Source: an optimization exercise on an open RTL-to-GDS flow (aim: small area, a short achievable clock period and few clock cycles). Production flows keep margins and buffers that such runs may drop. RTL that was checked went through simulation tests only; none was proved equivalent to the original. Power figures rest on the tool's default switching activity, not on a simulated workload.

build 25:
==> flow/design.v <==
`timescale 1ns / 1ps
`default_nettype none
package udm_pkg;
  localparam int unsigned WORD_W  = 32;
  localparam int unsigned SHIFT_W = 6;
endpackage
`default_nettype wire
`timescale 1ns / 1ps
`default_nettype none
import udm_pkg::*;
module unsigned_division_magic_number_core
(
  input  wire logic               clk_i,
  input  wire logic               rst_ni,
  input  wire logic               in_valid_i,
  output      logic               in_ready_o,
  input  wire logic [WORD_W-1:0]  in_divisor_i,
  output      logic               out_valid_o,
  input  wire logic               out_ready_i,
  output      logic [WORD_W-1:0]  out_magic_o,
  output      logic               out_add_needed_o,
  output      logic [SHIFT_W-1:0] out_shift_o,
  output      logic               out_is_power_of_two_o,
  output      logic               out_invalid_o
);
  logic st_idle_q, st_init_q, st_runa_q, st_runb_q, st_done_q, st_donef_q;
  logic [31:0] d_q;       
  logic [31:0] u_q;       
  logic [33:0] q2_q;      
  logic [5:0]  t_q;       
  logic [5:0]  tp_q;      
  logic [6:0]  k_q;       
  logic [31:0] nc_q;      
  logic [31:0] r1_q;      
  logic [30:0] q1_q;      
  logic        pow2_q;
  logic        inv_q;
  logic        start_in, start;
  logic [31:0] src;
  logic [31:0] sm;         
  logic [31:0] u_init;     
  logic [31:0] r_init;     
  logic [4:0]  msb;
  assign start_in = in_valid_i & (st_idle_q | (st_done_q & out_ready_i));
  assign start    = start_in | st_init_q;
  assign src      = st_init_q ? d_q : in_divisor_i;
  always_comb begin
    sm = src;
    for (int s = 1; s < 32; s = s * 2) begin
      for (int i = 0; i < 32; i++) begin
        if (i + s < 32) sm[i] = sm[i] | sm[i+s];
      end
    end
  end
  assign u_init = src & {1'b0, sm[31:1]};
  assign r_init = src & ~{1'b0, sm[31:1]};
  always_comb begin
    msb = '0;
    for (int i = 1; i < 32; i++) if (src[i]) msb = 5'(i);
  end
  logic [31:0] t_any, t_sev;
  logic        s_small, s_pow2, s_spec;
  always_comb begin
    t_any = d_q;
    t_sev = '0;
    for (int w = 16; w >= 1; w = w / 2) begin
      for (int i = 0; i < w; i++) begin
        t_sev[i] = t_sev[2*i] | t_sev[2*i+1] | (t_any[2*i] & t_any[2*i+1]);
        t_any[i] = t_any[2*i] | t_any[2*i+1];
      end
    end
  end
  assign s_small = (d_q[31:1] == '0);
  assign s_pow2  = ~t_sev[0];
  assign s_spec  = s_small | s_pow2;
  logic spec;
  assign spec = (d_q == 32'h8000_0001);
  logic [33:0] du;         
  logic        b;          
  logic [31:0] u_step;
  logic [33:0] d1;         
  logic        b1;
  logic [31:0] r1_step;
  logic        lt_hi, eq_hi, lt, eq, cont;
  logic        last_a;
  logic        shift_q2, shift_t;
  assign du     = {1'b0, u_q, 1'b0} - {2'b00, d_q};
  assign b      = du[33];
  assign u_step = b ? {u_q[30:0], 1'b0} : du[31:0];
  assign d1      = {1'b0, r1_q, 1'b0} - {2'b00, nc_q};
  assign b1      = ~d1[33];
  assign r1_step = b1 ? d1[31:0] : {r1_q[30:0], 1'b0};
  assign lt_hi = (q1_q < u_q[31:1]);
  assign eq_hi = (q1_q == u_q[31:1]);
  assign lt    = lt_hi | (eq_hi & ~b1 & u_q[0]);
  assign eq    = eq_hi & (b1 == u_q[0]);
  assign cont  = (k_q < 7'd63) & (lt | (eq & spec));
  assign last_a = st_runa_q & (k_q == 7'd31);
  assign shift_q2 = st_runa_q | st_runb_q;
  assign shift_t  = (st_runa_q & ~s_spec) | st_runb_q;
  always_ff @(posedge clk_i or negedge rst_ni) begin
    if (!rst_ni) begin
      st_idle_q  <= 1'b1;
      st_init_q  <= 1'b0;
      st_runa_q  <= 1'b0;
      st_runb_q  <= 1'b0;
      st_done_q  <= 1'b0;
      st_donef_q <= 1'b0;
    end else begin
      st_idle_q  <= (st_idle_q & ~in_valid_i) | (st_done_q & out_ready_i & ~in_valid_i);
      st_init_q  <= st_donef_q & out_ready_i;
      st_runa_q  <= start | (st_runa_q & (k_q != 7'd31) & ~s_spec);
      st_runb_q  <= (last_a & ~s_spec) | (st_runb_q & cont);
      st_done_q  <= (st_runa_q & s_spec) | (st_runb_q & ~cont) | (st_done_q & ~out_ready_i & ~in_valid_i);
      st_donef_q <= (st_done_q & ~out_ready_i & in_valid_i) | (st_donef_q & ~out_ready_i);
    end
  end
  always_ff @(posedge clk_i) begin
    if (st_idle_q || st_done_q) d_q <= in_divisor_i;
    if (start) u_q <= u_init;
    else       u_q <= u_step;
    if (start)         q2_q <= '0;
    else if (shift_q2) q2_q <= {q2_q[32:0], b};
    if (start) begin
      t_q  <= 6'd1;
      tp_q <= 6'd0;
    end else if (shift_t) begin
      t_q  <= b ? t_q + 6'd1 : 6'd1;
      tp_q <= t_q;
    end
    if (start) begin
      k_q <= {2'b00, msb};
    end else if ((st_runa_q && k_q != 7'd31 && !s_spec) || st_runb_q) begin
      k_q <= k_q + 7'd1;
    end
    if (start)       nc_q <= src;
    else if (last_a) nc_q <= ~r1_step;
    if (start)       r1_q <= r_init;
    else if (last_a) r1_q <= {~spec, 31'd0};
    else             r1_q <= r1_step;
    if (last_a) q1_q <= {30'd0, spec};
    else        q1_q <= {q1_q[29:0], b1};
    if (st_runa_q) begin
      inv_q  <= s_small;
      pow2_q <= ~s_small & s_pow2;
    end
  end
  assign in_ready_o            = st_idle_q | st_done_q;
  assign out_valid_o           = st_done_q | st_donef_q;
  logic [31:0] flip;
  always_comb begin
    for (int i = 0; i < 32; i++) flip[i] = (tp_q > 6'(i));
  end
  assign out_magic_o           = q2_q[32:1] ^ flip;
  assign out_add_needed_o      = q2_q[33] | (tp_q > 6'd32);
  assign out_shift_o           = {k_q[6], k_q[4:0]};
  assign out_is_power_of_two_o = pow2_q;
  assign out_invalid_o         = inv_q;
endmodule
`default_nettype wire
Settings: LEC_CHECK=0, ABC_AREA=1, CAP_MARGIN=20, CORE_MARGIN=2, CORE_UTILIZATION=55, PLACE_DENSITY=0.7, SETUP_SLACK_MARGIN=4.3, SLEW_MARGIN=20; clock period 8.0 ns.
standard.sh (not shown) runs the stock make flow with config.mk's settings and CLKGATE_MAP_FILE= SYNTH_SCRIPT=/design/flow/synth_recipe.tcl, a recipe that flattens the netlist after the stock synthesis.
==> flow/flow/run.sh <==
#!/bin/bash
# Standard layout, with a plain buffer (buf_2) on every input and output port
# instead of the default port buffer cell.
export BUFFER_PORTS_ARGS="-buffer_cell sky130_fd_sc_hd__buf_2"
bash standard.sh > standard.log 2>&1
Testbench counts of build 25, summed over its fixed seeds: cycles 37,331.
For build 23, these inputs were changed with respect to build 25:
diff --git a/flow/flow/run.sh b/flow/flow/run.sh
--- a/flow/flow/run.sh
+++ b/flow/flow/run.sh
@@ -3 +3,2 @@
-# instead of the default port buffer cell.
+# instead of the default port buffer cell, and a clock tree of clkbuf_8 leaves
+# without dummy loads.
@@ -4,0 +6 @@
+export CTS_ARGS="-sink_clustering_enable -repair_clock_nets -dont_use_dummy_load -sink_clustering_size 20 -sink_clustering_max_diameter 60 -buf_list sky130_fd_sc_hd__clkbuf_8"
diff --git a/flow/config.mk b/flow/config.mk
--- a/flow/config.mk
+++ b/flow/config.mk
@@ -13 +13 @@
-export SETUP_SLACK_MARGIN = 4.3
+export SETUP_SLACK_MARGIN = 4.6
Findings:
- Relative to build 25, the relative area change from synthesis to final layout of build 23 is higher by 1.8 points.
- Diff build 25 -> build 23: average via count per standard cell went up about 0.33%, worst setup slack went up, layout clock buffer count -9.
- Diff build 25 -> build 23: net switching fraction of the power has increased, total power consumption of the routed design has decreased, all-layer global routing usage has remained practically unchanged.
## Diff of input files: build 18 against build 23
diff --git a/flow/config.mk b/flow/config.mk
--- a/flow/config.mk
+++ b/flow/config.mk
@@ -13 +13 @@
-export SETUP_SLACK_MARGIN = 4.6
+export SETUP_SLACK_MARGIN = 4.3
- For build 18, the critical path's slowest cell was dfxtp_2, unlike build 23, where it was dfxtp_4.
- Per the comparison of build 18 with build 23, wire length of the first global-routing pass has decreased; register-to-register slack has decreased; design area has decreased; area of the multi-input gates has decreased.
diff inputs: build 18 => build 43
diff --git a/flow/config.mk b/flow/config.mk
--- a/flow/config.mk
+++ b/flow/config.mk
@@ -11,2 +11,2 @@
-export CORE_UTILIZATION = 55
-export PLACE_DENSITY = 0.7
+export CORE_UTILIZATION = 40
+export PLACE_DENSITY = 0.6
### Flow results
- Build 43 | status: complete | timing, DRC, antenna: pass
- Looking at worst setup slack, build 43 sits above build 18.
- Build 18 -> build 43: met1 wire length increased by a little under 10%
- Looking at data-path buffer share of cell area in the final layout, build 43 sits 0.49 points below build 18.
- Between build 18 and build 43, fill cell instance count of the final layout increased.

Setup of the reference run:
unsigned_division_magic_number_core, a different RTL version from the one above (not shown whole).
Size: roughly 220 flip-flops, ~79 I/O pins.
==> flow/config.mk <==
export PLATFORM = sky130hd
export DESIGN_NAME = unsigned_division_magic_number_core
export DESIGN_NICKNAME = unsigned_division_magic_number_core
export VERILOG_FILES = /design/flow/design.v
export SDC_FILE = /design/flow/constraint.sdc
export NUM_CORES = 4
export LEC_CHECK = 0
export ABC_AREA = 1
export CAP_MARGIN = 5
export CORE_MARGIN = 2
export CORE_UTILIZATION = 40
export PLACE_DENSITY = 0.6
export SETUP_SLACK_MARGIN = 4.3
export SLEW_MARGIN = 5
==> flow/constraint.sdc <==
create_clock -name core_clock -period 8.0 [get_ports {clk_i}]
set_input_delay 1.6000 -clock core_clock [delete_from_list [all_inputs] [get_ports {clk_i}]]
set_output_delay 1.6000 -clock core_clock [all_outputs]
set_load 0.01 [all_outputs]
==> flow/flow/run.sh <==
#!/bin/bash
# Standard layout, with a plain buffer (buf_2) on every input and output port
# instead of the default port buffer cell, and a clock tree of clkbuf_8 leaves
# without dummy loads.
export BUFFER_PORTS_ARGS="-buffer_cell sky130_fd_sc_hd__buf_2"
export CTS_ARGS="-sink_clustering_enable -repair_clock_nets -dont_use_dummy_load -sink_clustering_size 20 -sink_clustering_max_diameter 60 -buf_list sky130_fd_sc_hd__clkbuf_8"
bash standard.sh > standard.log 2>&1
The reference run reached the end of the flow, and the finished layout is clean on the timing, design-rule and antenna checks.
diff inputs: the reference run => the trial run
- a change of SLEW_MARGIN from 5 to 20
- a change of CAP_MARGIN from 5 to 20
Notes after the runs:
As far as violation count after the first detailed-routing iteration goes, the trial run and the reference run are indistinguishable; the numbers are identical.
As far as cell area goes, the trial run and the reference run are indistinguishable; the numbers are identical.
HPWL after detailed placement came out exactly the same in the trial run and the reference run.
Reported for the trial run and the reference run, proportion of synthesized chip area in sequential cells turned out identical to the last digit.
Reported for the trial run and the reference run, routed length per instance turned out identical to the last digit.
No functional check of the RTL was part of any run of this note.

[what the ideal ports hide]
In the flow no input, the clock included, has a driving cell. The finished layouts below were timed again as built, in two steps. Step 1 (the two cells are an assumption about what drives the block):
set clk [get_ports {clk_i}]
set_driving_cell -lib_cell sky130_fd_sc_hd__clkbuf_16 $clk
set_driving_cell -lib_cell sky130_fd_sc_hd__buf_2 [delete_from_list [all_inputs] $clk]
Step 2 times the ports against the registers' clock, not the clock port: input delays grow and output delays shrink by t, the midpoint of the rising clock arrivals with the driver on. a / b / c = ideal / step 1 / step 2; a / b = the first two.
| run | t (ns) | slack for setup (ns) | hold slack, ns | worst register clock-pin slew, ns | cell pins on the clock port's net |
|---|---|---|---|---|---|
| build 25 | 0.581 | 4.426 / 4.379 / 4.035 | 0.439 / 0.439 / 0.439 | 0.06 / 0.06 | 1 |
| build 23 | 0.593 | 4.524 / 4.477 / 4.079 | 0.382 / 0.382 / 0.382 | 0.12 / 0.12 | 1 |
| build 18 | 0.571 | 4.412 / 4.367 / 3.868 | 0.381 / 0.381 / 0.381 | 0.12 / 0.12 | 1 |
| build 43 | 0.605 | 4.430 / 4.381 / 3.961 | 0.385 / 0.385 / 0.385 | 0.10 / 0.10 | 1 |
| the reference run | 0.579 | 4.306 / 4.324 / 3.745 | 0.421 / 0.421 / 0.421 | 0.12 / 0.12 | 1 |
| the trial run | 0.579 | 4.306 / 4.324 / 3.745 | 0.421 / 0.421 / 0.421 | 0.12 / 0.12 | 1 |
After both steps setup and hold are still met in every run listed.
